Source: an optimization exercise on an open RTL-to-GDS flow (aim: small area and a short achievable clock period). Production flows keep margins and buffers that such runs may drop.
Only simulation tests tie the RTL to the original design; equivalence was not proved.
Power and IR drop assume default switching activity.

==> design.v <==
`timescale 1ns/100ps
package kws_pre_pkg;
  typedef logic [31:0]        word_t;          
  typedef logic signed [15:0] sample_t;        
  typedef logic [11:0]        addr_t;          
  localparam int unsigned n_coef     = 64;     
  localparam int unsigned coef_idx_w = 6;
  localparam int unsigned fifo_depth = 8;      
  localparam int unsigned fifo_ptr_w = 3;      
  localparam int unsigned count_w    = 4;      
  localparam int unsigned shift_w    = 4;
  typedef logic [coef_idx_w-1:0] coef_idx_t;
  typedef logic [count_w-1:0]    count_t;
  localparam addr_t ctrl_addr   = 12'h000;
  localparam addr_t status_addr = 12'h004;
  localparam addr_t data_addr   = 12'h008;     
  localparam addr_t result_addr = 12'h00C;     
  typedef struct packed {
    logic      wr_ctrl;
    logic      wr_data;
    logic      wr_coef;
    logic      rd_ctrl;
    logic      rd_status;
    logic      rd_result;
    coef_idx_t coef_idx;
  } reg_acc_t;
  typedef struct packed {
    logic               enable;
    logic [shift_w-1:0] shift;
    coef_idx_t          frame_len;
  } pre_cfg_t;
  typedef struct packed {
    sample_t value;
    logic    last;    
  } result_t;
endpackage
`timescale 1ns/100ps
module ahb_slave_port (
  input  logic                  hclk0,
  input  logic                  hrst_b0,
  input  logic                  hsel,
  input  logic [11:0]           haddr,
  input  logic [1:0]            htrans,
  input  logic                  hwrite,
  input  logic                  hready_in,
  output kws_pre_pkg::reg_acc_t reg_acc
);
  logic accept;      
  logic wr, rd;
  always_comb begin
    accept = hsel & hready_in & htrans[1];
    wr     = accept & hwrite;
    rd     = accept & ~hwrite;
  end
  always_ff @(posedge hclk0 or negedge hrst_b0) begin
    if (!hrst_b0) begin
      reg_acc.wr_ctrl   <= 1'b0;
      reg_acc.wr_data   <= 1'b0;
      reg_acc.wr_coef   <= 1'b0;
      reg_acc.rd_result <= 1'b0;
    end else begin
      reg_acc.wr_ctrl   <= wr & (haddr == kws_pre_pkg::ctrl_addr);
      reg_acc.wr_data   <= wr & (haddr == kws_pre_pkg::data_addr);
      reg_acc.wr_coef   <= wr & (haddr[11:8] == 4'h1);
      reg_acc.rd_result <= rd & (haddr == kws_pre_pkg::result_addr);
    end
  end
  always_ff @(posedge hclk0) begin
    reg_acc.rd_ctrl   <= rd & (haddr == kws_pre_pkg::ctrl_addr);
    reg_acc.rd_status <= rd & (haddr == kws_pre_pkg::status_addr);
    reg_acc.coef_idx  <= haddr[7:2];
  end
endmodule
`timescale 1ns/100ps
module pre_regs (
  input  logic                   hclk0,
  input  logic                   hrst_b0,
  input  kws_pre_pkg::reg_acc_t  reg_acc,
  input  logic [31:0]            hwdata,
  output kws_pre_pkg::word_t     hrdata,
  output kws_pre_pkg::pre_cfg_t  cfg,
  output logic                   sample_push,
  input  logic                   in_full,
  input  kws_pre_pkg::count_t    in_count,
  output logic                   result_pop,
  input  kws_pre_pkg::result_t   result,
  input  kws_pre_pkg::count_t    out_count,
  input  logic                   out_empty
);
  logic               overflow_q;     
  kws_pre_pkg::word_t rd_word;
  always_comb begin
    sample_push = reg_acc.wr_data & ~in_full;               
    result_pop  = reg_acc.rd_result & ~out_empty;
  end
  always_ff @(posedge hclk0 or negedge hrst_b0) begin
    if (!hrst_b0) begin
      cfg        <= '0;
      overflow_q <= 1'b0;
    end else begin
      if (reg_acc.wr_ctrl) begin
        cfg.enable    <= hwdata[0];
        cfg.shift     <= hwdata[7:4];
        cfg.frame_len <= hwdata[21:16];
      end
      if (reg_acc.wr_data && in_full) begin
        overflow_q <= 1'b1;
      end else if (reg_acc.wr_ctrl && hwdata[1]) begin
        overflow_q <= 1'b0;                                 
      end
    end
  end
  always_comb begin
    rd_word = '0;
    if (reg_acc.rd_ctrl) begin
      rd_word[0]     = cfg.enable;
      rd_word[7:4]   = cfg.shift;
      rd_word[21:16] = cfg.frame_len;
    end
    if (reg_acc.rd_status) begin
      rd_word[3:0]   = in_count;
      rd_word[11:8]  = out_count;
      rd_word[16]    = overflow_q;
    end
    if (reg_acc.rd_result && !out_empty) begin
      rd_word[31]    = 1'b1;
      rd_word[30]    = result.last;
      rd_word[29:0]  = {{14{result.value[15]}}, result.value};    
    end
  end
  always_ff @(posedge hclk0) begin
    hrdata <= rd_word;
  end
endmodule
`timescale 1ns/100ps
module coef_ram (
  input  logic                   hclk0,
  input  logic                   wr_en,
  input  kws_pre_pkg::coef_idx_t wr_index,
  input  kws_pre_pkg::sample_t   wr_value,
  input  logic [7:0]             rd_lo,       
  input  logic [7:0]             rd_hi,       
  output kws_pre_pkg::sample_t   rd_value
);
  kws_pre_pkg::sample_t mem [kws_pre_pkg::n_coef];
  kws_pre_pkg::sample_t grp [8];
  always_ff @(posedge hclk0) begin
    if (wr_en) begin
      mem[wr_index] <= wr_value;
    end
  end
  always_comb begin
    rd_value = '0;
    for (int h = 0; h < 8; h++) begin
      grp[h] = '0;
      for (int l = 0; l < 8; l++) begin
        grp[h] = grp[h] | (mem[8*h+l] & {16{rd_lo[l]}});
      end
      rd_value = rd_value | (grp[h] & {16{rd_hi[h]}});
    end
  end
endmodule
`timescale 1ns/100ps
module stream_fifo #(
  parameter int unsigned width = 16
) (
  input  logic                hclk0,
  input  logic                hrst_b0,
  input  logic                push,
  input  logic [width-1:0]    push_data,
  input  logic                pop,
  output logic [width-1:0]    pop_data,
  output logic                full,
  output logic                empty,
  output kws_pre_pkg::count_t count
);
  logic [width-1:0]                     mem [kws_pre_pkg::fifo_depth];
  logic [kws_pre_pkg::fifo_ptr_w-1:0]   wr_ptr;
  logic [kws_pre_pkg::fifo_ptr_w-1:0]   rd_ptr;
  always_ff @(posedge hclk0 or negedge hrst_b0) begin
    if (!hrst_b0) begin
      wr_ptr <= '0;
      rd_ptr <= '0;
      count  <= '0;
    end else begin
      if (push) begin
        wr_ptr <= wr_ptr + 1'b1;
      end
      if (pop) begin
        rd_ptr <= rd_ptr + 1'b1;
      end
      if (push != pop) begin
        count <= push ? count + 1'b1 : count - 1'b1;
      end
    end
  end
  always_ff @(posedge hclk0) begin
    if (push) begin
      mem[wr_ptr] <= push_data;
    end
  end
  always_comb begin
    pop_data = mem[rd_ptr];
    full     = count[3];                                
    empty    = (count == '0);
  end
endmodule
module result_queue (
  input  logic                 hclk0,
  input  logic                 hrst_b0,
  input  logic                 push,
  input  logic [31:0]          push_prod,
  input  logic [3:0]           push_shift,
  input  logic                 push_last,
  input  logic                 pop,
  output kws_pre_pkg::result_t pop_data,
  output logic                 empty,
  output kws_pre_pkg::count_t  count
);
  logic [16:0]          mem [kws_pre_pkg::fifo_depth];    
  logic [2:0]           wr_ptr;
  logic [2:0]           rd_ptr;
  logic                 st_valid;
  logic [2:0]           st_ptr;
  logic [31:0]          st_prod;
  logic [3:0]           st_shift;
  logic                 st_last;
  logic [15:0]          shifted;      
  logic [15:0]          keep;         
  logic [15:0]          st_value;
  logic [16:0]          st_data;
  always_ff @(posedge hclk0 or negedge hrst_b0) begin
    if (!hrst_b0) begin
      wr_ptr   <= '0;
      rd_ptr   <= '0;
      count    <= '0;
      st_valid <= 1'b0;
    end else begin
      st_valid <= push;
      if (push) begin
        wr_ptr <= wr_ptr + 1'b1;
      end
      if (pop) begin
        rd_ptr <= rd_ptr + 1'b1;
      end
      if (push != pop) begin
        count <= push ? count + 1'b1 : count - 1'b1;
      end
    end
  end
  always_comb begin
    shifted = 16'(st_prod[30:0] >> st_shift);
    for (int j = 0; j < 16; j++) begin
      keep[j] = (j >= st_shift) ? (st_prod[15+j] ~^ st_prod[31]) : 1'b1;
    end
    if (&keep) begin
      st_value = shifted;
    end else begin
      st_value = st_prod[31] ? 16'h8000 : 16'h7FFF;
    end
    st_data = {st_value, st_last};
  end
  always_ff @(posedge hclk0) begin
    st_prod  <= push_prod;
    st_shift <= push_shift;
    st_last  <= push_last;
    st_ptr   <= wr_ptr;
    if (st_valid) begin
      mem[st_ptr] <= st_data;
    end
  end
  always_comb begin
    pop_data = (st_valid && st_ptr == rd_ptr) ? st_data : mem[rd_ptr];
    empty    = (count == '0);
  end
endmodule
`timescale 1ns/100ps
module window_engine (
  input  logic                   hclk0,
  input  logic                   hrst_b0,
  input  kws_pre_pkg::pre_cfg_t  cfg,
  input  kws_pre_pkg::sample_t   in_data,
  input  logic                   in_empty,
  output logic                   in_pop,
  output logic [7:0]             coef_lo,
  output logic [7:0]             coef_hi,
  input  kws_pre_pkg::sample_t   coef_value,
  input  logic                   result_pop,
  output logic                   out_push,
  output logic [31:0]            out_prod,     
  output logic [3:0]             out_shift,
  output logic                   out_last
);
  logic [7:0]             fi_lo;
  logic [7:0]             fi_hi;
  logic                   frame_end;
  kws_pre_pkg::count_t    occupancy;    
  logic                   s1_valid;
  kws_pre_pkg::sample_t   s1_sample;
  logic [7:0]             s1_neg, s1_one, s1_two;
  logic                   s1_last;
  logic [31:0]            pp_sum, pp_carry;
  logic                   s2_valid;
  logic [31:0]            s2_sum, s2_carry;
  logic [3:0]             s2_shift;
  logic                   s2_last;
  always_comb begin
    frame_end = fi_lo[cfg.frame_len[2:0]] & fi_hi[cfg.frame_len[5:3]];
    in_pop    = cfg.enable & ~in_empty & ~occupancy[3];
    coef_lo   = fi_lo;
    coef_hi   = fi_hi;
  end
  always_ff @(posedge hclk0 or negedge hrst_b0) begin
    if (!hrst_b0) begin
      fi_lo    <= 8'h01;
      fi_hi    <= 8'h01;
      s1_valid  <= 1'b0;
      s2_valid  <= 1'b0;
      occupancy <= '0;
    end else begin
      if (in_pop != result_pop) begin
        occupancy <= in_pop ? occupancy + 1'b1 : occupancy - 1'b1;
      end
      s1_valid <= in_pop;
      s2_valid <= s1_valid;
      if (!cfg.enable || (in_pop && frame_end)) begin
        fi_lo <= 8'h01;
        fi_hi <= 8'h01;
      end else if (in_pop) begin
        fi_lo <= {fi_lo[6:0], fi_lo[7]};
        if (fi_lo[7]) begin
          fi_hi <= {fi_hi[6:0], fi_hi[7]};
        end
      end
    end
  end
  always_ff @(posedge hclk0) begin
    s1_sample <= in_data;
    for (int i = 0; i < 8; i++) begin
      s1_neg[i] <= coef_value[2*i+1];
      s1_one[i] <= coef_value[2*i] ^ ((i == 0) ? 1'b0 : coef_value[2*i-1]);
      s1_two[i] <= ( coef_value[2*i+1] & ~coef_value[2*i] & ~((i == 0) ? 1'b0 : coef_value[2*i-1])) |
                   (~coef_value[2*i+1] &  coef_value[2*i] &  ((i == 0) ? 1'b0 : coef_value[2*i-1]));
    end
    s1_last   <= frame_end;
    s2_sum    <= pp_sum;
    s2_carry  <= pp_carry;
    s2_shift  <= cfg.shift;
    s2_last   <= s1_last;
  end
  kws_mul_csa u_mul (
    .x       (s1_sample),
    .neg_i   (s1_neg),
    .one_i   (s1_one),
    .two_i   (s1_two),
    .sum_o   (pp_sum),
    .carry_o (pp_carry)
  );
  always_comb begin
    out_push  = s2_valid;
    out_prod  = s2_sum + s2_carry;
    out_shift = s2_shift;
    out_last  = s2_last;
  end
endmodule
module kws_mul_csa (
  input  logic [15:0] x,         
  input  logic [7:0]  neg_i,     
  input  logic [7:0]  one_i,
  input  logic [7:0]  two_i,
  output logic [31:0] sum_o,
  output logic [31:0] carry_o
);
  logic [7:0] neg, one, two;
  logic [16:0] pp0;
  logic [16:0] pp1;
  logic [16:0] pp2;
  logic [16:0] pp3;
  logic [16:0] pp4;
  logic [16:0] pp5;
  logic [16:0] pp6;
  logic [16:0] pp7;
  assign neg[0] = neg_i[0];
  assign one[0] = one_i[0];
  assign two[0] = two_i[0];
  assign pp0[0] = (one[0] & x[0]) ^ neg[0];
  assign pp0[1] = ((one[0] & x[1]) | (two[0] & x[0])) ^ neg[0];
  assign pp0[2] = ((one[0] & x[2]) | (two[0] & x[1])) ^ neg[0];
  assign pp0[3] = ((one[0] & x[3]) | (two[0] & x[2])) ^ neg[0];
  assign pp0[4] = ((one[0] & x[4]) | (two[0] & x[3])) ^ neg[0];
  assign pp0[5] = ((one[0] & x[5]) | (two[0] & x[4])) ^ neg[0];
  assign pp0[6] = ((one[0] & x[6]) | (two[0] & x[5])) ^ neg[0];
  assign pp0[7] = ((one[0] & x[7]) | (two[0] & x[6])) ^ neg[0];
  assign pp0[8] = ((one[0] & x[8]) | (two[0] & x[7])) ^ neg[0];
  assign pp0[9] = ((one[0] & x[9]) | (two[0] & x[8])) ^ neg[0];
  assign pp0[10] = ((one[0] & x[10]) | (two[0] & x[9])) ^ neg[0];
  assign pp0[11] = ((one[0] & x[11]) | (two[0] & x[10])) ^ neg[0];
  assign pp0[12] = ((one[0] & x[12]) | (two[0] & x[11])) ^ neg[0];
  assign pp0[13] = ((one[0] & x[13]) | (two[0] & x[12])) ^ neg[0];
  assign pp0[14] = ((one[0] & x[14]) | (two[0] & x[13])) ^ neg[0];
  assign pp0[15] = ((one[0] & x[15]) | (two[0] & x[14])) ^ neg[0];
  assign pp0[16] = ((one[0] & x[15]) | (two[0] & x[15])) ^ neg[0];
  assign neg[1] = neg_i[1];
  assign one[1] = one_i[1];
  assign two[1] = two_i[1];
  assign pp1[0] = (one[1] & x[0]) ^ neg[1];
  assign pp1[1] = ((one[1] & x[1]) | (two[1] & x[0])) ^ neg[1];
  assign pp1[2] = ((one[1] & x[2]) | (two[1] & x[1])) ^ neg[1];
  assign pp1[3] = ((one[1] & x[3]) | (two[1] & x[2])) ^ neg[1];
  assign pp1[4] = ((one[1] & x[4]) | (two[1] & x[3])) ^ neg[1];
  assign pp1[5] = ((one[1] & x[5]) | (two[1] & x[4])) ^ neg[1];
  assign pp1[6] = ((one[1] & x[6]) | (two[1] & x[5])) ^ neg[1];
  assign pp1[7] = ((one[1] & x[7]) | (two[1] & x[6])) ^ neg[1];
  assign pp1[8] = ((one[1] & x[8]) | (two[1] & x[7])) ^ neg[1];
  assign pp1[9] = ((one[1] & x[9]) | (two[1] & x[8])) ^ neg[1];
  assign pp1[10] = ((one[1] & x[10]) | (two[1] & x[9])) ^ neg[1];
  assign pp1[11] = ((one[1] & x[11]) | (two[1] & x[10])) ^ neg[1];
  assign pp1[12] = ((one[1] & x[12]) | (two[1] & x[11])) ^ neg[1];
  assign pp1[13] = ((one[1] & x[13]) | (two[1] & x[12])) ^ neg[1];
  assign pp1[14] = ((one[1] & x[14]) | (two[1] & x[13])) ^ neg[1];
  assign pp1[15] = ((one[1] & x[15]) | (two[1] & x[14])) ^ neg[1];
  assign pp1[16] = ((one[1] & x[15]) | (two[1] & x[15])) ^ neg[1];
  assign neg[2] = neg_i[2];
  assign one[2] = one_i[2];
  assign two[2] = two_i[2];
  assign pp2[0] = (one[2] & x[0]) ^ neg[2];
  assign pp2[1] = ((one[2] & x[1]) | (two[2] & x[0])) ^ neg[2];
  assign pp2[2] = ((one[2] & x[2]) | (two[2] & x[1])) ^ neg[2];
  assign pp2[3] = ((one[2] & x[3]) | (two[2] & x[2])) ^ neg[2];
  assign pp2[4] = ((one[2] & x[4]) | (two[2] & x[3])) ^ neg[2];
  assign pp2[5] = ((one[2] & x[5]) | (two[2] & x[4])) ^ neg[2];
  assign pp2[6] = ((one[2] & x[6]) | (two[2] & x[5])) ^ neg[2];
  assign pp2[7] = ((one[2] & x[7]) | (two[2] & x[6])) ^ neg[2];
  assign pp2[8] = ((one[2] & x[8]) | (two[2] & x[7])) ^ neg[2];
  assign pp2[9] = ((one[2] & x[9]) | (two[2] & x[8])) ^ neg[2];
  assign pp2[10] = ((one[2] & x[10]) | (two[2] & x[9])) ^ neg[2];
  assign pp2[11] = ((one[2] & x[11]) | (two[2] & x[10])) ^ neg[2];
  assign pp2[12] = ((one[2] & x[12]) | (two[2] & x[11])) ^ neg[2];
  assign pp2[13] = ((one[2] & x[13]) | (two[2] & x[12])) ^ neg[2];
  assign pp2[14] = ((one[2] & x[14]) | (two[2] & x[13])) ^ neg[2];
  assign pp2[15] = ((one[2] & x[15]) | (two[2] & x[14])) ^ neg[2];
  assign pp2[16] = ((one[2] & x[15]) | (two[2] & x[15])) ^ neg[2];
  assign neg[3] = neg_i[3];
  assign one[3] = one_i[3];
  assign two[3] = two_i[3];
  assign pp3[0] = (one[3] & x[0]) ^ neg[3];
  assign pp3[1] = ((one[3] & x[1]) | (two[3] & x[0])) ^ neg[3];
  assign pp3[2] = ((one[3] & x[2]) | (two[3] & x[1])) ^ neg[3];
  assign pp3[3] = ((one[3] & x[3]) | (two[3] & x[2])) ^ neg[3];
  assign pp3[4] = ((one[3] & x[4]) | (two[3] & x[3])) ^ neg[3];
  assign pp3[5] = ((one[3] & x[5]) | (two[3] & x[4])) ^ neg[3];
  assign pp3[6] = ((one[3] & x[6]) | (two[3] & x[5])) ^ neg[3];
  assign pp3[7] = ((one[3] & x[7]) | (two[3] & x[6])) ^ neg[3];
  assign pp3[8] = ((one[3] & x[8]) | (two[3] & x[7])) ^ neg[3];
  assign pp3[9] = ((one[3] & x[9]) | (two[3] & x[8])) ^ neg[3];
  assign pp3[10] = ((one[3] & x[10]) | (two[3] & x[9])) ^ neg[3];
  assign pp3[11] = ((one[3] & x[11]) | (two[3] & x[10])) ^ neg[3];
  assign pp3[12] = ((one[3] & x[12]) | (two[3] & x[11])) ^ neg[3];
  assign pp3[13] = ((one[3] & x[13]) | (two[3] & x[12])) ^ neg[3];
  assign pp3[14] = ((one[3] & x[14]) | (two[3] & x[13])) ^ neg[3];
  assign pp3[15] = ((one[3] & x[15]) | (two[3] & x[14])) ^ neg[3];
  assign pp3[16] = ((one[3] & x[15]) | (two[3] & x[15])) ^ neg[3];
  assign neg[4] = neg_i[4];
  assign one[4] = one_i[4];
  assign two[4] = two_i[4];
  assign pp4[0] = (one[4] & x[0]) ^ neg[4];
  assign pp4[1] = ((one[4] & x[1]) | (two[4] & x[0])) ^ neg[4];
  assign pp4[2] = ((one[4] & x[2]) | (two[4] & x[1])) ^ neg[4];
  assign pp4[3] = ((one[4] & x[3]) | (two[4] & x[2])) ^ neg[4];
  assign pp4[4] = ((one[4] & x[4]) | (two[4] & x[3])) ^ neg[4];
  assign pp4[5] = ((one[4] & x[5]) | (two[4] & x[4])) ^ neg[4];
  assign pp4[6] = ((one[4] & x[6]) | (two[4] & x[5])) ^ neg[4];
  assign pp4[7] = ((one[4] & x[7]) | (two[4] & x[6])) ^ neg[4];
  assign pp4[8] = ((one[4] & x[8]) | (two[4] & x[7])) ^ neg[4];
  assign pp4[9] = ((one[4] & x[9]) | (two[4] & x[8])) ^ neg[4];
  assign pp4[10] = ((one[4] & x[10]) | (two[4] & x[9])) ^ neg[4];
  assign pp4[11] = ((one[4] & x[11]) | (two[4] & x[10])) ^ neg[4];
  assign pp4[12] = ((one[4] & x[12]) | (two[4] & x[11])) ^ neg[4];
  assign pp4[13] = ((one[4] & x[13]) | (two[4] & x[12])) ^ neg[4];
  assign pp4[14] = ((one[4] & x[14]) | (two[4] & x[13])) ^ neg[4];
  assign pp4[15] = ((one[4] & x[15]) | (two[4] & x[14])) ^ neg[4];
  assign pp4[16] = ((one[4] & x[15]) | (two[4] & x[15])) ^ neg[4];
  assign neg[5] = neg_i[5];
  assign one[5] = one_i[5];
  assign two[5] = two_i[5];
  assign pp5[0] = (one[5] & x[0]) ^ neg[5];
  assign pp5[1] = ((one[5] & x[1]) | (two[5] & x[0])) ^ neg[5];
  assign pp5[2] = ((one[5] & x[2]) | (two[5] & x[1])) ^ neg[5];
  assign pp5[3] = ((one[5] & x[3]) | (two[5] & x[2])) ^ neg[5];
  assign pp5[4] = ((one[5] & x[4]) | (two[5] & x[3])) ^ neg[5];
  assign pp5[5] = ((one[5] & x[5]) | (two[5] & x[4])) ^ neg[5];
  assign pp5[6] = ((one[5] & x[6]) | (two[5] & x[5])) ^ neg[5];
  assign pp5[7] = ((one[5] & x[7]) | (two[5] & x[6])) ^ neg[5];
  assign pp5[8] = ((one[5] & x[8]) | (two[5] & x[7])) ^ neg[5];
  assign pp5[9] = ((one[5] & x[9]) | (two[5] & x[8])) ^ neg[5];
  assign pp5[10] = ((one[5] & x[10]) | (two[5] & x[9])) ^ neg[5];
  assign pp5[11] = ((one[5] & x[11]) | (two[5] & x[10])) ^ neg[5];
  assign pp5[12] = ((one[5] & x[12]) | (two[5] & x[11])) ^ neg[5];
  assign pp5[13] = ((one[5] & x[13]) | (two[5] & x[12])) ^ neg[5];
  assign pp5[14] = ((one[5] & x[14]) | (two[5] & x[13])) ^ neg[5];
  assign pp5[15] = ((one[5] & x[15]) | (two[5] & x[14])) ^ neg[5];
  assign pp5[16] = ((one[5] & x[15]) | (two[5] & x[15])) ^ neg[5];
  assign neg[6] = neg_i[6];
  assign one[6] = one_i[6];
  assign two[6] = two_i[6];
  assign pp6[0] = (one[6] & x[0]) ^ neg[6];
  assign pp6[1] = ((one[6] & x[1]) | (two[6] & x[0])) ^ neg[6];
  assign pp6[2] = ((one[6] & x[2]) | (two[6] & x[1])) ^ neg[6];
  assign pp6[3] = ((one[6] & x[3]) | (two[6] & x[2])) ^ neg[6];
  assign pp6[4] = ((one[6] & x[4]) | (two[6] & x[3])) ^ neg[6];
  assign pp6[5] = ((one[6] & x[5]) | (two[6] & x[4])) ^ neg[6];
  assign pp6[6] = ((one[6] & x[6]) | (two[6] & x[5])) ^ neg[6];
  assign pp6[7] = ((one[6] & x[7]) | (two[6] & x[6])) ^ neg[6];
  assign pp6[8] = ((one[6] & x[8]) | (two[6] & x[7])) ^ neg[6];
  assign pp6[9] = ((one[6] & x[9]) | (two[6] & x[8])) ^ neg[6];
  assign pp6[10] = ((one[6] & x[10]) | (two[6] & x[9])) ^ neg[6];
  assign pp6[11] = ((one[6] & x[11]) | (two[6] & x[10])) ^ neg[6];
  assign pp6[12] = ((one[6] & x[12]) | (two[6] & x[11])) ^ neg[6];
  assign pp6[13] = ((one[6] & x[13]) | (two[6] & x[12])) ^ neg[6];
  assign pp6[14] = ((one[6] & x[14]) | (two[6] & x[13])) ^ neg[6];
  assign pp6[15] = ((one[6] & x[15]) | (two[6] & x[14])) ^ neg[6];
  assign pp6[16] = ((one[6] & x[15]) | (two[6] & x[15])) ^ neg[6];
  assign neg[7] = neg_i[7];
  assign one[7] = one_i[7];
  assign two[7] = two_i[7];
  assign pp7[0] = (one[7] & x[0]) ^ neg[7];
  assign pp7[1] = ((one[7] & x[1]) | (two[7] & x[0])) ^ neg[7];
  assign pp7[2] = ((one[7] & x[2]) | (two[7] & x[1])) ^ neg[7];
  assign pp7[3] = ((one[7] & x[3]) | (two[7] & x[2])) ^ neg[7];
  assign pp7[4] = ((one[7] & x[4]) | (two[7] & x[3])) ^ neg[7];
  assign pp7[5] = ((one[7] & x[5]) | (two[7] & x[4])) ^ neg[7];
  assign pp7[6] = ((one[7] & x[6]) | (two[7] & x[5])) ^ neg[7];
  assign pp7[7] = ((one[7] & x[7]) | (two[7] & x[6])) ^ neg[7];
  assign pp7[8] = ((one[7] & x[8]) | (two[7] & x[7])) ^ neg[7];
  assign pp7[9] = ((one[7] & x[9]) | (two[7] & x[8])) ^ neg[7];
  assign pp7[10] = ((one[7] & x[10]) | (two[7] & x[9])) ^ neg[7];
  assign pp7[11] = ((one[7] & x[11]) | (two[7] & x[10])) ^ neg[7];
  assign pp7[12] = ((one[7] & x[12]) | (two[7] & x[11])) ^ neg[7];
  assign pp7[13] = ((one[7] & x[13]) | (two[7] & x[12])) ^ neg[7];
  assign pp7[14] = ((one[7] & x[14]) | (two[7] & x[13])) ^ neg[7];
  assign pp7[15] = ((one[7] & x[15]) | (two[7] & x[14])) ^ neg[7];
  assign pp7[16] = ((one[7] & x[15]) | (two[7] & x[15])) ^ neg[7];
  logic s0, c0;
  assign s0 = pp0[10] ^ pp1[8];
  assign c0 = pp0[10] & pp1[8];
  logic s1, c1;
  assign s1 = pp0[11] ^ pp1[9];
  assign c1 = pp0[11] & pp1[9];
  logic s2, c2;
  assign s2 = pp0[12] ^ pp1[10] ^ pp2[8];
  assign c2 = (pp0[12] & pp1[10]) | (pp0[12] & pp2[8]) | (pp1[10] & pp2[8]);
  logic s3, c3;
  assign s3 = pp3[6] ^ pp4[4];
  assign c3 = pp3[6] & pp4[4];
  logic s4, c4;
  assign s4 = pp0[13] ^ pp1[11] ^ pp2[9];
  assign c4 = (pp0[13] & pp1[11]) | (pp0[13] & pp2[9]) | (pp1[11] & pp2[9]);
  logic s5, c5;
  assign s5 = pp3[7] ^ pp4[5];
  assign c5 = pp3[7] & pp4[5];
  logic s6, c6;
  assign s6 = pp0[14] ^ pp1[12] ^ pp2[10];
  assign c6 = (pp0[14] & pp1[12]) | (pp0[14] & pp2[10]) | (pp1[12] & pp2[10]);
  logic s7, c7;
  assign s7 = pp3[8] ^ pp4[6] ^ pp5[4];
  assign c7 = (pp3[8] & pp4[6]) | (pp3[8] & pp5[4]) | (pp4[6] & pp5[4]);
  logic s8, c8;
  assign s8 = pp6[2] ^ pp7[0];
  assign c8 = pp6[2] & pp7[0];
  logic s9, c9;
  assign s9 = pp0[15] ^ pp1[13] ^ pp2[11];
  assign c9 = (pp0[15] & pp1[13]) | (pp0[15] & pp2[11]) | (pp1[13] & pp2[11]);
  logic s10, c10;
  assign s10 = pp3[9] ^ pp4[7] ^ pp5[5];
  assign c10 = (pp3[9] & pp4[7]) | (pp3[9] & pp5[5]) | (pp4[7] & pp5[5]);
  logic s11, c11;
  assign s11 = pp6[3] ^ pp7[1];
  assign c11 = pp6[3] & pp7[1];
  logic s12, c12;
  assign s12 = pp0[16] ^ pp1[14] ^ pp2[12];
  assign c12 = (pp0[16] & pp1[14]) | (pp0[16] & pp2[12]) | (pp1[14] & pp2[12]);
  logic s13, c13;
  assign s13 = pp3[10] ^ pp4[8] ^ pp5[6];
  assign c13 = (pp3[10] & pp4[8]) | (pp3[10] & pp5[6]) | (pp4[8] & pp5[6]);
  logic s14, c14;
  assign s14 = pp6[4] ^ pp7[2];
  assign c14 = pp6[4] & pp7[2];
  logic s15, c15;
  assign s15 = pp0[16] ^ pp1[15] ^ pp2[13];
  assign c15 = (pp0[16] & pp1[15]) | (pp0[16] & pp2[13]) | (pp1[15] & pp2[13]);
  logic s16, c16;
  assign s16 = pp3[11] ^ pp4[9] ^ pp5[7];
  assign c16 = (pp3[11] & pp4[9]) | (pp3[11] & pp5[7]) | (pp4[9] & pp5[7]);
  logic s17, c17;
  assign s17 = pp6[5] ^ pp7[3];
  assign c17 = pp6[5] & pp7[3];
  logic s18, c18;
  assign s18 = ~pp0[16] ^ ~pp1[16] ^ pp2[14];
  assign c18 = (~pp0[16] & ~pp1[16]) | (~pp0[16] & pp2[14]) | (~pp1[16] & pp2[14]);
  logic s19, c19;
  assign s19 = pp3[12] ^ pp4[10] ^ pp5[8];
  assign c19 = (pp3[12] & pp4[10]) | (pp3[12] & pp5[8]) | (pp4[10] & pp5[8]);
  logic s20, c20;
  assign s20 = pp6[6] ^ pp7[4];
  assign c20 = pp6[6] & pp7[4];
  logic s21, c21;
  assign s21 = 1'b1 ^ pp2[15] ^ pp3[13];
  assign c21 = (1'b1 & pp2[15]) | (1'b1 & pp3[13]) | (pp2[15] & pp3[13]);
  logic s22, c22;
  assign s22 = pp4[11] ^ pp5[9] ^ pp6[7];
  assign c22 = (pp4[11] & pp5[9]) | (pp4[11] & pp6[7]) | (pp5[9] & pp6[7]);
  logic s23, c23;
  assign s23 = ~pp2[16] ^ pp3[14] ^ pp4[12];
  assign c23 = (~pp2[16] & pp3[14]) | (~pp2[16] & pp4[12]) | (pp3[14] & pp4[12]);
  logic s24, c24;
  assign s24 = 1'b1 ^ pp3[15];
  assign c24 = 1'b1 & pp3[15];
  logic s25, c25;
  assign s25 = pp0[6] ^ pp1[4];
  assign c25 = pp0[6] & pp1[4];
  logic s26, c26;
  assign s26 = pp0[7] ^ pp1[5];
  assign c26 = pp0[7] & pp1[5];
  logic s27, c27;
  assign s27 = pp0[8] ^ pp1[6] ^ pp2[4];
  assign c27 = (pp0[8] & pp1[6]) | (pp0[8] & pp2[4]) | (pp1[6] & pp2[4]);
  logic s28, c28;
  assign s28 = pp3[2] ^ pp4[0];
  assign c28 = pp3[2] & pp4[0];
  logic s29, c29;
  assign s29 = pp0[9] ^ pp1[7] ^ pp2[5];
  assign c29 = (pp0[9] & pp1[7]) | (pp0[9] & pp2[5]) | (pp1[7] & pp2[5]);
  logic s30, c30;
  assign s30 = pp3[3] ^ pp4[1];
  assign c30 = pp3[3] & pp4[1];
  logic s31, c31;
  assign s31 = pp2[6] ^ pp3[4] ^ pp4[2];
  assign c31 = (pp2[6] & pp3[4]) | (pp2[6] & pp4[2]) | (pp3[4] & pp4[2]);
  logic s32, c32;
  assign s32 = pp5[0] ^ neg[5] ^ s0;
  assign c32 = (pp5[0] & neg[5]) | (pp5[0] & s0) | (neg[5] & s0);
  logic s33, c33;
  assign s33 = pp2[7] ^ pp3[5] ^ pp4[3];
  assign c33 = (pp2[7] & pp3[5]) | (pp2[7] & pp4[3]) | (pp3[5] & pp4[3]);
  logic s34, c34;
  assign s34 = pp5[1] ^ c0 ^ s1;
  assign c34 = (pp5[1] & c0) | (pp5[1] & s1) | (c0 & s1);
  logic s35, c35;
  assign s35 = pp5[2] ^ pp6[0] ^ neg[6];
  assign c35 = (pp5[2] & pp6[0]) | (pp5[2] & neg[6]) | (pp6[0] & neg[6]);
  logic s36, c36;
  assign s36 = c1 ^ s2 ^ s3;
  assign c36 = (c1 & s2) | (c1 & s3) | (s2 & s3);
  logic s37, c37;
  assign s37 = pp5[3] ^ pp6[1] ^ c2;
  assign c37 = (pp5[3] & pp6[1]) | (pp5[3] & c2) | (pp6[1] & c2);
  logic s38, c38;
  assign s38 = c3 ^ s4 ^ s5;
  assign c38 = (c3 & s4) | (c3 & s5) | (s4 & s5);
  logic s39, c39;
  assign s39 = neg[7] ^ c4 ^ c5;
  assign c39 = (neg[7] & c4) | (neg[7] & c5) | (c4 & c5);
  logic s40, c40;
  assign s40 = s6 ^ s7 ^ s8;
  assign c40 = (s6 & s7) | (s6 & s8) | (s7 & s8);
  logic s41, c41;
  assign s41 = c6 ^ c7 ^ c8;
  assign c41 = (c6 & c7) | (c6 & c8) | (c7 & c8);
  logic s42, c42;
  assign s42 = s9 ^ s10 ^ s11;
  assign c42 = (s9 & s10) | (s9 & s11) | (s10 & s11);
  logic s43, c43;
  assign s43 = c9 ^ c10 ^ c11;
  assign c43 = (c9 & c10) | (c9 & c11) | (c10 & c11);
  logic s44, c44;
  assign s44 = s12 ^ s13 ^ s14;
  assign c44 = (s12 & s13) | (s12 & s14) | (s13 & s14);
  logic s45, c45;
  assign s45 = c12 ^ c13 ^ c14;
  assign c45 = (c12 & c13) | (c12 & c14) | (c13 & c14);
  logic s46, c46;
  assign s46 = s15 ^ s16 ^ s17;
  assign c46 = (s15 & s16) | (s15 & s17) | (s16 & s17);
  logic s47, c47;
  assign s47 = c15 ^ c16 ^ c17;
  assign c47 = (c15 & c16) | (c15 & c17) | (c16 & c17);
  logic s48, c48;
  assign s48 = s18 ^ s19 ^ s20;
  assign c48 = (s18 & s19) | (s18 & s20) | (s19 & s20);
  logic s49, c49;
  assign s49 = pp7[5] ^ c18 ^ c19;
  assign c49 = (pp7[5] & c18) | (pp7[5] & c19) | (c18 & c19);
  logic s50, c50;
  assign s50 = c20 ^ s21 ^ s22;
  assign c50 = (c20 & s21) | (c20 & s22) | (s21 & s22);
  logic s51, c51;
  assign s51 = pp5[10] ^ pp6[8] ^ pp7[6];
  assign c51 = (pp5[10] & pp6[8]) | (pp5[10] & pp7[6]) | (pp6[8] & pp7[6]);
  logic s52, c52;
  assign s52 = c21 ^ c22 ^ s23;
  assign c52 = (c21 & c22) | (c21 & s23) | (c22 & s23);
  logic s53, c53;
  assign s53 = pp4[13] ^ pp5[11] ^ pp6[9];
  assign c53 = (pp4[13] & pp5[11]) | (pp4[13] & pp6[9]) | (pp5[11] & pp6[9]);
  logic s54, c54;
  assign s54 = pp7[7] ^ c23 ^ s24;
  assign c54 = (pp7[7] & c23) | (pp7[7] & s24) | (c23 & s24);
  logic s55, c55;
  assign s55 = ~pp3[16] ^ pp4[14] ^ pp5[12];
  assign c55 = (~pp3[16] & pp4[14]) | (~pp3[16] & pp5[12]) | (pp4[14] & pp5[12]);
  logic s56, c56;
  assign s56 = pp6[10] ^ pp7[8] ^ c24;
  assign c56 = (pp6[10] & pp7[8]) | (pp6[10] & c24) | (pp7[8] & c24);
  logic s57, c57;
  assign s57 = 1'b1 ^ pp4[15] ^ pp5[13];
  assign c57 = (1'b1 & pp4[15]) | (1'b1 & pp5[13]) | (pp4[15] & pp5[13]);
  logic s58, c58;
  assign s58 = pp6[11] ^ pp7[9];
  assign c58 = pp6[11] & pp7[9];
  logic s59, c59;
  assign s59 = ~pp4[16] ^ pp5[14] ^ pp6[12];
  assign c59 = (~pp4[16] & pp5[14]) | (~pp4[16] & pp6[12]) | (pp5[14] & pp6[12]);
  logic s60, c60;
  assign s60 = 1'b1 ^ pp5[15];
  assign c60 = 1'b1 & pp5[15];
  logic s61, c61;
  assign s61 = pp0[4] ^ pp1[2];
  assign c61 = pp0[4] & pp1[2];
  logic s62, c62;
  assign s62 = pp0[5] ^ pp1[3];
  assign c62 = pp0[5] & pp1[3];
  logic s63, c63;
  assign s63 = pp2[2] ^ pp3[0] ^ neg[3];
  assign c63 = (pp2[2] & pp3[0]) | (pp2[2] & neg[3]) | (pp3[0] & neg[3]);
  logic s64, c64;
  assign s64 = pp2[3] ^ pp3[1] ^ c25;
  assign c64 = (pp2[3] & pp3[1]) | (pp2[3] & c25) | (pp3[1] & c25);
  logic s65, c65;
  assign s65 = neg[4] ^ c26 ^ s27;
  assign c65 = (neg[4] & c26) | (neg[4] & s27) | (c26 & s27);
  logic s66, c66;
  assign s66 = c27 ^ c28 ^ s29;
  assign c66 = (c27 & c28) | (c27 & s29) | (c28 & s29);
  logic s67, c67;
  assign s67 = c29 ^ c30 ^ s31;
  assign c67 = (c29 & c30) | (c29 & s31) | (c30 & s31);
  logic s68, c68;
  assign s68 = c31 ^ c32 ^ s33;
  assign c68 = (c31 & c32) | (c31 & s33) | (c32 & s33);
  logic s69, c69;
  assign s69 = c33 ^ c34 ^ s35;
  assign c69 = (c33 & c34) | (c33 & s35) | (c34 & s35);
  logic s70, c70;
  assign s70 = c35 ^ c36 ^ s37;
  assign c70 = (c35 & c36) | (c35 & s37) | (c36 & s37);
  logic s71, c71;
  assign s71 = c37 ^ c38 ^ s39;
  assign c71 = (c37 & c38) | (c37 & s39) | (c38 & s39);
  logic s72, c72;
  assign s72 = c39 ^ c40 ^ s41;
  assign c72 = (c39 & c40) | (c39 & s41) | (c40 & s41);
  logic s73, c73;
  assign s73 = c41 ^ c42 ^ s43;
  assign c73 = (c41 & c42) | (c41 & s43) | (c42 & s43);
  logic s74, c74;
  assign s74 = c43 ^ c44 ^ s45;
  assign c74 = (c43 & c44) | (c43 & s45) | (c44 & s45);
  logic s75, c75;
  assign s75 = c45 ^ c46 ^ s47;
  assign c75 = (c45 & c46) | (c45 & s47) | (c46 & s47);
  logic s76, c76;
  assign s76 = c47 ^ c48 ^ s49;
  assign c76 = (c47 & c48) | (c47 & s49) | (c48 & s49);
  logic s77, c77;
  assign s77 = c49 ^ c50 ^ s51;
  assign c77 = (c49 & c50) | (c49 & s51) | (c50 & s51);
  logic s78, c78;
  assign s78 = c51 ^ c52 ^ s53;
  assign c78 = (c51 & c52) | (c51 & s53) | (c52 & s53);
  logic s79, c79;
  assign s79 = c53 ^ c54 ^ s55;
  assign c79 = (c53 & c54) | (c53 & s55) | (c54 & s55);
  logic s80, c80;
  assign s80 = c55 ^ c56 ^ s57;
  assign c80 = (c55 & c56) | (c55 & s57) | (c56 & s57);
  logic s81, c81;
  assign s81 = pp7[10] ^ c57 ^ c58;
  assign c81 = (pp7[10] & c57) | (pp7[10] & c58) | (c57 & c58);
  logic s82, c82;
  assign s82 = pp6[13] ^ pp7[11] ^ c59;
  assign c82 = (pp6[13] & pp7[11]) | (pp6[13] & c59) | (pp7[11] & c59);
  logic s83, c83;
  assign s83 = ~pp5[16] ^ pp6[14] ^ pp7[12];
  assign c83 = (~pp5[16] & pp6[14]) | (~pp5[16] & pp7[12]) | (pp6[14] & pp7[12]);
  logic s84, c84;
  assign s84 = 1'b1 ^ pp6[15];
  assign c84 = 1'b1 & pp6[15];
  logic s85, c85;
  assign s85 = pp0[2] ^ pp1[0];
  assign c85 = pp0[2] & pp1[0];
  logic s86, c86;
  assign s86 = pp0[3] ^ pp1[1];
  assign c86 = pp0[3] & pp1[1];
  logic s87, c87;
  assign s87 = pp2[0] ^ neg[2] ^ s61;
  assign c87 = (pp2[0] & neg[2]) | (pp2[0] & s61) | (neg[2] & s61);
  logic s88, c88;
  assign s88 = pp2[1] ^ c61 ^ s62;
  assign c88 = (pp2[1] & c61) | (pp2[1] & s62) | (c61 & s62);
  logic s89, c89;
  assign s89 = s25 ^ c62 ^ s63;
  assign c89 = (s25 & c62) | (s25 & s63) | (c62 & s63);
  logic s90, c90;
  assign s90 = s26 ^ c63 ^ s64;
  assign c90 = (s26 & c63) | (s26 & s64) | (c63 & s64);
  logic s91, c91;
  assign s91 = s28 ^ c64 ^ s65;
  assign c91 = (s28 & c64) | (s28 & s65) | (c64 & s65);
  logic s92, c92;
  assign s92 = s30 ^ c65 ^ s66;
  assign c92 = (s30 & c65) | (s30 & s66) | (c65 & s66);
  logic s93, c93;
  assign s93 = s32 ^ c66 ^ s67;
  assign c93 = (s32 & c66) | (s32 & s67) | (c66 & s67);
  logic s94, c94;
  assign s94 = s34 ^ c67 ^ s68;
  assign c94 = (s34 & c67) | (s34 & s68) | (c67 & s68);
  logic s95, c95;
  assign s95 = s36 ^ c68 ^ s69;
  assign c95 = (s36 & c68) | (s36 & s69) | (c68 & s69);
  logic s96, c96;
  assign s96 = s38 ^ c69 ^ s70;
  assign c96 = (s38 & c69) | (s38 & s70) | (c69 & s70);
  logic s97, c97;
  assign s97 = s40 ^ c70 ^ s71;
  assign c97 = (s40 & c70) | (s40 & s71) | (c70 & s71);
  logic s98, c98;
  assign s98 = s42 ^ c71 ^ s72;
  assign c98 = (s42 & c71) | (s42 & s72) | (c71 & s72);
  logic s99, c99;
  assign s99 = s44 ^ c72 ^ s73;
  assign c99 = (s44 & c72) | (s44 & s73) | (c72 & s73);
  logic s100, c100;
  assign s100 = s46 ^ c73 ^ s74;
  assign c100 = (s46 & c73) | (s46 & s74) | (c73 & s74);
  logic s101, c101;
  assign s101 = s48 ^ c74 ^ s75;
  assign c101 = (s48 & c74) | (s48 & s75) | (c74 & s75);
  logic s102, c102;
  assign s102 = s50 ^ c75 ^ s76;
  assign c102 = (s50 & c75) | (s50 & s76) | (c75 & s76);
  logic s103, c103;
  assign s103 = s52 ^ c76 ^ s77;
  assign c103 = (s52 & c76) | (s52 & s77) | (c76 & s77);
  logic s104, c104;
  assign s104 = s54 ^ c77 ^ s78;
  assign c104 = (s54 & c77) | (s54 & s78) | (c77 & s78);
  logic s105, c105;
  assign s105 = s56 ^ c78 ^ s79;
  assign c105 = (s56 & c78) | (s56 & s79) | (c78 & s79);
  logic s106, c106;
  assign s106 = s58 ^ c79 ^ s80;
  assign c106 = (s58 & c79) | (s58 & s80) | (c79 & s80);
  logic s107, c107;
  assign s107 = s59 ^ c80 ^ s81;
  assign c107 = (s59 & c80) | (s59 & s81) | (c80 & s81);
  logic s108, c108;
  assign s108 = s60 ^ c81 ^ s82;
  assign c108 = (s60 & c81) | (s60 & s82) | (c81 & s82);
  logic s109, c109;
  assign s109 = c60 ^ c82 ^ s83;
  assign c109 = (c60 & c82) | (c60 & s83) | (c82 & s83);
  logic s110, c110;
  assign s110 = pp7[13] ^ c83 ^ s84;
  assign c110 = (pp7[13] & c83) | (pp7[13] & s84) | (c83 & s84);
  logic s111, c111;
  assign s111 = ~pp6[16] ^ pp7[14] ^ c84;
  assign c111 = (~pp6[16] & pp7[14]) | (~pp6[16] & c84) | (pp7[14] & c84);
  logic s112, c112;
  assign s112 = 1'b1 ^ pp7[15];
  assign c112 = 1'b1 & pp7[15];
  assign sum_o[0] = pp0[0];
  assign carry_o[0] = neg[0];
  assign sum_o[1] = pp0[1];
  assign carry_o[1] = 1'b0;
  assign sum_o[2] = neg[1];
  assign carry_o[2] = s85;
  assign sum_o[3] = c85;
  assign carry_o[3] = s86;
  assign sum_o[4] = c86;
  assign carry_o[4] = s87;
  assign sum_o[5] = c87;
  assign carry_o[5] = s88;
  assign sum_o[6] = c88;
  assign carry_o[6] = s89;
  assign sum_o[7] = c89;
  assign carry_o[7] = s90;
  assign sum_o[8] = c90;
  assign carry_o[8] = s91;
  assign sum_o[9] = c91;
  assign carry_o[9] = s92;
  assign sum_o[10] = c92;
  assign carry_o[10] = s93;
  assign sum_o[11] = c93;
  assign carry_o[11] = s94;
  assign sum_o[12] = c94;
  assign carry_o[12] = s95;
  assign sum_o[13] = c95;
  assign carry_o[13] = s96;
  assign sum_o[14] = c96;
  assign carry_o[14] = s97;
  assign sum_o[15] = c97;
  assign carry_o[15] = s98;
  assign sum_o[16] = c98;
  assign carry_o[16] = s99;
  assign sum_o[17] = c99;
  assign carry_o[17] = s100;
  assign sum_o[18] = c100;
  assign carry_o[18] = s101;
  assign sum_o[19] = c101;
  assign carry_o[19] = s102;
  assign sum_o[20] = c102;
  assign carry_o[20] = s103;
  assign sum_o[21] = c103;
  assign carry_o[21] = s104;
  assign sum_o[22] = c104;
  assign carry_o[22] = s105;
  assign sum_o[23] = c105;
  assign carry_o[23] = s106;
  assign sum_o[24] = c106;
  assign carry_o[24] = s107;
  assign sum_o[25] = c107;
  assign carry_o[25] = s108;
  assign sum_o[26] = c108;
  assign carry_o[26] = s109;
  assign sum_o[27] = c109;
  assign carry_o[27] = s110;
  assign sum_o[28] = c110;
  assign carry_o[28] = s111;
  assign sum_o[29] = c111;
  assign carry_o[29] = s112;
  assign sum_o[30] = ~pp7[16];
  assign carry_o[30] = c112;
  assign sum_o[31] = 1'b1;
  assign carry_o[31] = 1'b0;
endmodule
`timescale 1ns/100ps
module kws_preprocess_top (
  input  logic                  hclk0,
  input  logic                  hrst_b0,
  input  logic                  hsel,
  input  logic [11:0]           haddr,
  input  logic [1:0]            htrans,
  input  logic                  hwrite,
  input  logic [31:0]           hwdata,
  input  logic                  hready_in,
  output logic [31:0]           hrdata
);
  kws_pre_pkg::reg_acc_t  reg_acc;
  kws_pre_pkg::pre_cfg_t  cfg;
  logic                   sample_push;
  logic                   in_full;
  logic                   in_empty;
  kws_pre_pkg::count_t    in_count;
  logic                   in_pop;
  kws_pre_pkg::sample_t   in_data;
  logic [7:0]             coef_lo;
  logic [7:0]             coef_hi;
  kws_pre_pkg::sample_t   coef_value;
  logic                   out_push;
  logic [31:0]            out_prod;
  logic [3:0]             out_shift;
  logic                   out_last;
  logic                   result_pop;
  kws_pre_pkg::result_t   result;
  kws_pre_pkg::count_t    out_count;
  logic                   out_empty;
  ahb_slave_port u_port (
    .hclk0     (hclk0),
    .hrst_b0   (hrst_b0),
    .hsel      (hsel),
    .haddr     (haddr),
    .htrans    (htrans),
    .hwrite    (hwrite),
    .hready_in (hready_in),
    .reg_acc   (reg_acc)
  );
  pre_regs u_regs (
    .hclk0       (hclk0),
    .hrst_b0     (hrst_b0),
    .reg_acc     (reg_acc),
    .hwdata      (hwdata),
    .hrdata      (hrdata),
    .cfg         (cfg),
    .sample_push (sample_push),
    .in_full     (in_full),
    .in_count    (in_count),
    .result_pop  (result_pop),
    .result      (result),
    .out_count   (out_count),
    .out_empty   (out_empty)
  );
  coef_ram u_coef (
    .hclk0    (hclk0),
    .wr_en    (reg_acc.wr_coef),
    .wr_index (reg_acc.coef_idx),
    .wr_value (hwdata[15:0]),
    .rd_lo    (coef_lo),
    .rd_hi    (coef_hi),
    .rd_value (coef_value)
  );
  stream_fifo #(.width(16)) u_in_fifo (
    .hclk0     (hclk0),
    .hrst_b0   (hrst_b0),
    .push      (sample_push),
    .push_data (hwdata[15:0]),
    .pop       (in_pop),
    .pop_data  (in_data),
    .full      (in_full),
    .empty     (in_empty),
    .count     (in_count)
  );
  window_engine u_engine (
    .hclk0      (hclk0),
    .hrst_b0    (hrst_b0),
    .cfg        (cfg),
    .in_data    (in_data),
    .in_empty   (in_empty),
    .in_pop     (in_pop),
    .coef_lo    (coef_lo),
    .coef_hi    (coef_hi),
    .coef_value (coef_value),
    .result_pop (result_pop),
    .out_push   (out_push),
    .out_prod   (out_prod),
    .out_shift  (out_shift),
    .out_last   (out_last)
  );
  result_queue u_out_fifo (
    .hclk0     (hclk0),
    .hrst_b0   (hrst_b0),
    .push       (out_push),
    .push_prod  (out_prod),
    .push_shift (out_shift),
    .push_last  (out_last),
    .pop       (result_pop),
    .pop_data  (result),
    .empty     (out_empty),
    .count     (out_count)
  );
endmodule
==> flow/run.sh <==
#!/bin/bash
# Standard layout, with timing repair aimed below the clock period:
# repair_timing works on every path with less than SETUP_SLACK_MARGIN slack.
set -euo pipefail
bash standard.sh SETUP_SLACK_MARGIN=7.0 finish > standard_flow.log 2>&1
==> standard.sh <==
#!/bin/bash
# synth_recipe.tcl (not shown) runs the flow's synth.tcl, then flattens the netlist and writes it again
# the make line also repeats each setting of config.mk as NAME=value (left out here)
make -C /OpenROAD-flow-scripts/flow DESIGN_CONFIG=/design/flow/config.mk WORK_HOME=/design/flow/orfs CLKGATE_MAP_FILE= SYNTH_SCRIPT=/design/flow/synth_recipe.tcl "${@:-finish}"
==> config.mk <==
export PLATFORM = sky130hd
export DESIGN_NAME = kws_preprocess_top
export DESIGN_NICKNAME = kws_preprocess_top
export VERILOG_FILES = /design/flow/design.v
export SDC_FILE = /design/flow/constraint.sdc
export NUM_CORES = 4
export LEC_CHECK = 0
export CAP_MARGIN = 20
export CORE_MARGIN = 2
export CORE_UTILIZATION = 60
export CTS_CLUSTER_DIAMETER = 60
export CTS_CLUSTER_SIZE = 30
export SLEW_MARGIN = 20
==> constraint.sdc <==
create_clock -name core_clock -period 10.0 [get_ports {hclk0}]
set_input_delay 2.0000 -clock core_clock [delete_from_list [all_inputs] [get_ports {hclk0}]]
set_output_delay 2.0000 -clock core_clock [all_outputs]
set_load 0.01 [all_outputs]
==> results.py, run 1 <==
metrics = {
    "outcome": {
        "status": "no timing/DRC/antenna violations",
    },
    "yosys": {
        "synthArstFlopShare_pct": 3.866,
        "netlist_area_um2": 61440,
        "synth_largest_area_cell": "edfxtp_1",
        "ys_types": 75,
        "ys_top_cells_by_count": "edfxtp_1, a22oi_1, clkbuf_1",
        "synthTopCellsByArea": "edfxtp_1, a22oi_1, dfxtp_1",
        "seq_area_frac_synth_pct": 71.20,
        "synth.avg_cell_area_um2": 16.16,
        "syn_inst": 3801,
        "yosysMostFrequentCell": "edfxtp_1",
        "synth_seq_cells": 1526,
        "ys_warn_count": 7,
        "yosysTopAreaCellShare_pct": 62.96,
        "syn_nets": 4001,
        "synth_edf_count": 1288,
        "synthFlopType": "edfxtp_1",
    },
    "cts": {
        "cts_buffer_depth": 3,
        "holdBufCountCts": 0,
        "tritoncts": "done",
        "clockRootBuffer": "clkbuf_16",
        "numCtsBuffers": 111,
        "path_clk_slew_ns": 0.08,
        "insertion_delay_ns": 0.75,
        "cts.sinks": 1526,
        "cts_max_level": 3,
    },
    "floorplan": {
        "core_area_um2": 101600,
        "initial_utilization_pct": 60.47,
        "rows": 117,
        "fp.dieH_um": 324.0,
        "die_w_um": 324.0,
        "ioPinCount": 83,
        "die_area_um2": 105000,
    },
    "worst_setup_path": {
        "r2r_slack_ns": 6.98,
        "r2r_cells": 10,
        "worstSetupPathType": "reg -> out",
        "crit_start": "u_regs.hrdata[29]$_SDFF_PN0_",
        "cp-start-kind": "flop",
        "reg2reg_from": "u_engine.s2_sum[12]$_DFF_P_",
        "worst_ep_arrival_time_ns": 1.32,
        "crit_path_end_kind": "output pin",
        "critPathRequiredTime_ns": 8.00,
        "critical_path.max_fanout": 6,
        "rr_endpoint": "u_out_fifo.st_prod[29]$_DFF_P_",
    },
    "timing": {
        "worst_pin_slew_ns": 1.137,
        "max_slew_margin_pct": 23.95,
        "hold_viol": 0,
        "final_max_slew_viol_count": 0,
        "hold_ws_ns": 0.3294,
        "fmax_mhz": 301.4,
        "rsz0062_at_grt": "yes",
        "tns_ns": 0,
        "period_minus_slack_ns": 3.318,
        "finClkSkew_ns": 0.05017,
        "period_share_pct": 33.18,
        "setup_viol": 0,
    },
    "finish": {
        "stdcell_count": 5422,
        "fill_cells": 6748,
        "drive_gt1_share_pct": 20.04,
        "fin_area_um2": 70090,
        "multi_input_area_um2": 16860,
        "area_growth_pct": 14.08,
        "regArea_um2": 43930,
        "nNetsFinal": 4155,
    },
    "global_routing": {
        "grt_overflow": 0,
        "gr-usage-all-layers_pct": 31.57,
        "grt_pass1_vias": 35410,
        "antenna_found_initial": 3,
        "grt_max_degree": 99,
        "grt_first_pass_wirelength_um": 238600,
    },
    "worst_hold_path": {
        "min-delay-start": "u_engine.s2_shift[0]$_DFF_P_",
        "hold_path_end": "u_out_fifo.st_shift[0]$_DFF_P_",
        "hold_class": "reg -> reg",
        "hold_depth": 0,
    },
    "drt": {
        "route.detailed.wl_per_inst_um": 31.07,
        "vias": 36280,
        "routed_wl_um": 168500,
        "drtIter0Drc": 4735,
        "dr.pass1.iters": 5,
        "drc_errors": 0,
        "ant_nets": 0,
        "viasPerCell": 6.692,
    },
    "power": {
        "peakVddDrop_mv": 0.1433,
        "p_per_area_nw_per_um2": 170.1,
        "power_mw": 11.92,
        "p_leak_nw": 22.99,
    },
    "placement": {
        "placed_cells": 5106,
        "dp_hpwl_um": 93660,
        "port-buffer-count": 71,
        "place_area_um2": 63860,
        "gp_congestion": 0.8536,
    },
    "flow_run": {
        "drv_cap": 0,
    },
}
==> cell usage in the layout, fill, tap and decap left out, drive strengths merged, types with 40 or more instances in the layout <==
| cell type | count |
|---|---|
| mux2 | 40 |
| o21ai | 60 |
| clkbuf | 128 |
| xor2 | 64 |
| nand4 | 115 |
| nor2 | 138 |
| a22oi | 665 |
| nand2 | 80 |
| a21oi | 67 |
| inv | 151 |
| xnor2 | 124 |
| edfxtp | 1288 |
| dfxtp | 179 |
| fa | 88 |
| dfrtp | 57 |
| ha | 61 |
| buf | 282 |
| mux2i | 66 |
| mux4 | 82 |
==> metrics by stage <==
step	worst slack [ns]	utilization, %
final	6.682	68.99
after global routing	6.648	68.98
after CTS	6.644	68.03
after detailed placement	6.349	62.86
after global placement	6.358	62.86
after floorplan	6.967	-
==> worst max path at each step <==
stage	to	slack [ns]
finish	hrdata[15]	6.68
global placement	u_engine.s1_two[5]$_DFF_P_	6.36
detailed placement	u_engine.s1_two[5]$_DFF_P_	6.35
floorplan	u_engine.s2_carry[19]$_DFF_P_	6.97
global route	hrdata[15]	6.65
CTS	hrdata[15]	6.64
==> per-layer routing <==
metal	routed length, µm	track usage (%)	vias up
met4	6853	12.72	2
met5	13	0	-
li1	-	-	15360
met3	14580	4.071	298
met2	82390	51.91	1956
met1	64640	43.24	18670
==> worst max-delay path: stages, from the launching register on <==
cell and delay (ns):
dfxtp_4 0.37, buf_6 0.13, buf_6 0.11
==> sequential cells by signal (all words and copies together) (netlist names), 11 cells and up <==
register / cells
u_engine.s2_carry: 30
u_regs.cfg: 11
u_coef.mem: 1024
u_out_fifo.st_prod: 32
u_engine.s2_sum: 31
u_out_fifo.mem: 136
u_port.reg_acc: 12
u_in_fifo.mem: 128
u_regs.hrdata: 24
u_engine.s1_sample: 16
==> kinds of logic (layout without fill, tap and decap cells) <==
group | after synthesis | count (layout) | share of synthesized area [%]
adder cells (fa/ha/maj) | 150 | 150 | 4.126
AND/OR/NAND/NOR | 429 | 429 | 3.499
multiplexers | 188 | 188 | 4.815
buffers and inverters | 380 | 630 | 2.409
XOR/XNOR | 188 | 188 | 2.680
flip-flops | 1526 | 1526 | 71.20
AO/OA/AOI/OAI | 940 | 941 | 11.27
other | 0 | 2 | 0
==> layout make-up <==
| class | count | area share [%] |
|---|---|---|
| antenna | 2 | 0.007141 |
| tap | 1368 | 2.442 |
| sequential | 1526 | 62.67 |
| clock buffer | 119 | 4.158 |
| multi-input combinational | 1896 | 24.05 |
| clock inverter | 91 | 1.725 |
| inverter | 104 | 0.5623 |
| timing repair buffer | 316 | 4.379 |
==> where the power goes <==
part | internal, mW | total (mW) | switching (mW)
clock network | 2.36 | 4.89 | 2.54
logic | 0.0327 | 0.151 | 0.118
registers | 6.87 | 6.88 | 0.0119
==> repair_timing <==
item / 4_1_cts / 5_1_grt
gates cloned: 5 / 6
pin swaps: 14 / 43
setup buffers: 47 / 46
endpoints found under the setup margin: 279 / 183
resized for setup: 315 / 102
==> run 2, diff against run 1 <==
--- a/flow/run.sh
+++ b/flow/run.sh
@@ -4,2 +4,2 @@
 set -euo pipefail
-bash standard.sh SETUP_SLACK_MARGIN=7.0 finish > standard_flow.log 2>&1
+bash standard.sh SETUP_SLACK_MARGIN=6.75 finish > standard_flow.log 2>&1
--- a/config.mk
+++ b/config.mk
@@ -10,3 +10,3 @@
 export CORE_UTILIZATION = 60
-export CTS_CLUSTER_DIAMETER = 60
+export CTS_CLUSTER_DIAMETER = 80
 export CTS_CLUSTER_SIZE = 30
==> results.py, run 2 <==
metrics = {
    "finish": {
        "mostFrequentLayoutCells": "edfxtp_1, a22oi_1, buf_4",
        "nNetsFinal": 4014,
        "regMostFlops": "u_coef.mem",
        "drive_gt1_share_pct": 13.39,
        "area_growth_pct": 7.521,
        "largestRegisters": "u_coef.mem (1024), u_out_fifo.mem (136), u_in_fifo.mem (128)",
        "largest_reg_flops": 1024,
        "layout_commonest_cell": "edfxtp_1",
        "stdcell_count": 5224,
        "fill_cells": 7225,
    },
    "floorplan": {
        "fp.dieH_um": 324.0,
        "die_w_um": 324.0,
        "core_area_um2": 101600,
        "initial_utilization_pct": 60.47,
        "ioPinCount": 83,
        "die_area_um2": 105000,
        "rows": 117,
    },
    "yosys": {
        "synth-simple-area-share_pct": 3.499,
        "synth_largest_area_cell": "edfxtp_1",
        "synthTopCellsByArea": "edfxtp_1, a22oi_1, dfxtp_1",
        "netlist_area_um2": 61440,
        "synth_seq_cells": 1526,
        "synth_compound_area_share_pct": 11.27,
        "ys_types": 75,
        "yosysTopAreaCellShare_pct": 62.96,
        "synthFlopType": "edfxtp_1",
        "synth_edf_count": 1288,
        "synthXorXnorAreaFrac_pct": 2.680,
        "ys_warn_count": 7,
        "synthArstFlopShare_pct": 3.866,
        "ys_top_cells_by_count": "edfxtp_1, a22oi_1, clkbuf_1",
        "synth.avg_cell_area_um2": 16.16,
        "seq_area_frac_synth_pct": 71.20,
        "synth_top_family_by_area": "compound AO/OA/AOI/OAI gates",
        "synth_mux_area_share_pct": 4.815,
        "synth_fa_ha_area_share_pct": 4.126,
        "yosysMostFrequentCell": "edfxtp_1",
        "syn_inst": 3801,
        "syn_nets": 4001,
    },
    "timing": {
        "fmax_mhz": 301.7,
        "final_max_slew_viol_count": 0,
        "worst_pin_slew_ns": 1.074,
        "setup_ws_ns": 6.685,
        "hold_viol": 0,
        "max_slew_margin_pct": 28.10,
        "hold_ws_ns": 0.3323,
        "setup_viol": 0,
        "rsz0062_at_grt": "yes",
        "period_minus_slack_ns": 3.315,
        "finClkSkew_ns": 0.03671,
        "tns_ns": 0,
        "period_share_pct": 33.15,
    },
    "global_routing": {
        "antenna_found_initial": 7,
        "grt_overflow": 0,
        "gr-usage-all-layers_pct": 30.34,
        "grt_pass1_vias": 34510,
        "grt_max_degree": 98,
        "grt_first_pass_wirelength_um": 230600,
    },
    "power": {
        "pwr-share-clk_pct": 30.2,
        "peakVddDrop_mv": 0.1538,
        "power_mw": 10.08,
        "swShare_pct": 19.79,
        "p_per_area_nw_per_um2": 152.6,
        "p_leak_nw": 21.17,
        "p_seq_share_pct": 68.3,
        "combPwrFrac_pct": 1.4,
        "p_int_mw": 8.085,
        "p_switching_mw": 1.995,
    },
    "worst_setup_path": {
        "worstSetupPathType": "reg -> out",
        "critPathRequiredTime_ns": 8.00,
        "critical_path.max_fanout": 5,
        "crit_path_end_kind": "output pin",
        "worst_ep_arrival_time_ns": 1.31,
        "cp-start-kind": "flop",
    },
    "worst_hold_path": {
        "hold_class": "reg -> reg",
    },
    "cts": {
        "cts_buffer_depth": 3,
        "clockRootBuffer": "clkbuf_16",
        "numCtsBuffers": 60,
        "cts.sinks": 1526,
        "tritoncts": "done",
        "cts_max_level": 2,
        "holdBufCountCts": 0,
        "path_clk_slew_ns": 0.10,
        "insertion_delay_ns": 0.74,
    },
    "outcome": {
        "status": "no timing/DRC/antenna violations",
    },
    "placement": {
        "dp_slack_ns": 6.125,
        "gp_congestion": 0.8633,
        "placed_cells": 5104,
        "port-buffer-count": 71,
        "dp_hpwl_um": 92600,
    },
    "flow_run": {
        "drv_cap": 0,
    },
    "drt": {
        "viasPerCell": 6.649,
        "drtIter0Drc": 4279,
        "route.detailed.wl_per_inst_um": 30.49,
        "routed_wl_um": 159300,
        "ant_nets": 0,
        "dr.pass1.iters": 5,
        "vias": 34730,
        "drc_errors": 0,
    },
}
==> run 2: kinds of logic after synthesis <==
kind of cell,count (synthesis)
flops,1526
compound gates,940
simple gates,429
buf+inv,380
xor+xnor,188
mux,188
fa+ha+maj,150
==> run 2: area by class of cell <==
type	count	area (µm²)	area share [%]
multi-input cells	1895	16450	24.90
repair buffers	227	1827	2.765
clock inverters	18	173.9	0.2633
flip-flops and latches	1526	43860	66.41
diodes	1	2.502	0.003788
well taps	1368	1712	2.591
clock buffers	85	1637	2.478
inverters	104	394.1	0.5967
==> run 2: worst paths after layout <==
check	slack (ns)	from	cells after the start	endpoint
max in group asynchronous	7.94	hrst_b0	2	u_in_fifo.rd_ptr[0]$_DFFE_PN0P_
worst min register to register	0.33	u_engine.s2_shift[0]$_DFF_P_	0	u_out_fifo.st_shift[0]$_DFF_P_
worst min-delay path	0.33	u_engine.s2_shift[0]$_DFF_P_	0	u_out_fifo.st_shift[0]$_DFF_P_
worst max register to register	6.79	u_engine.s1_two[3]$_DFF_P_	7	u_engine.s2_carry[19]$_DFF_P_
min in group asynchronous	1.46	hrst_b0	2	u_engine.fi_lo[1]$_DFFE_PN0P_
worst max-delay path	6.69	u_regs.hrdata[29]$_SDFF_PN0_	2	hrdata[23]
==> run 2: critical path, stage by stage, from the launching register on <==
cell and delay [ns]:
dfxtp_4 0.37, buf_12 0.13, buf_6 0.11
==> run 2: power groups by stage <==
| stage | Sequential (mW) | Clock (mW) | Combinational (mW) |
|---|---|---|---|
| 4_1_cts | 6.89 | 3.10 | 0.144 |
| 6_report | 6.89 | 3.05 | 0.145 |
| 3_5_place_dp | 7.03 | 0 | 0.143 |
| 3_3_place_gp | 7.03 | 0 | 0.136 |
| 5_1_grt | 6.89 | 3.31 | 0.155 |
| 2_1_floorplan | 7.03 | 0 | 0.0306 |
==> run 2: what timing repair did <==
item,in CTS,in global routing
endpoints found under the hold margin,0,0
endpoints found under the setup margin,178,120
pin swaps,0,4
gates cloned,0,0
setup buffers,6,10
gates resized for setup,217,40
==> run 2: routing by layer <==
| metal | vias up | routed length [µm] | track usage [%] |
|---|---|---|---|
| li1 | 14950 | - | - |
| met1 | 17950 | 62430 | 40.88 |
| met2 | 1564 | 78660 | 51.29 |
| met3 | 260 | 11890 | 3.646 |
| met4 | 6 | 6256 | 11.21 |
| met5 | - | 39 | 0 |
==> run 2: metrics by stage <==
| step | instance area, µm² | util [%] |
|---|---|---|
| after global routing | 66050 | 65.02 |
| after global placement | 63830 | 62.83 |
| after CTS | 65830 | 64.80 |
| final | 66060 | 65.02 |
| after floorplan | 61440 | - |
| after detailed placement | 63830 | 62.83 |

[separate check: timing with driven ports]
Ports are ideal in the flow. The routed layouts listed here were re-timed in OpenROAD.
Step 1 (the two cells are an assumption about what drives the block):
set clk [get_ports {hclk0}]
set_driving_cell -lib_cell sky130_fd_sc_hd__clkbuf_16 $clk
set_driving_cell -lib_cell sky130_fd_sc_hd__buf_2 [delete_from_list [all_inputs] $clk]
Step 2 also shifts input and output timing later by t, the mid clock arrival at the registers, as if the neighbouring blocks saw the same clock.
Three values: ideal ports, drivers, drivers and shift; two values: the first two.
run	shift t [ns]	setup slack, ns	hold WS [ns]
run 1	0.785	6.682 / 6.612 / 6.538	0.329 / 0.329 / 0.329
run 2	0.780	6.685 / 6.615 / 6.639	0.332 / 0.332 / 0.332
After both steps every run listed still meets setup and hold. The setup slack of run 1, which loses most, moves by -0.070 ns with the drivers and by -0.144 ns with both steps.
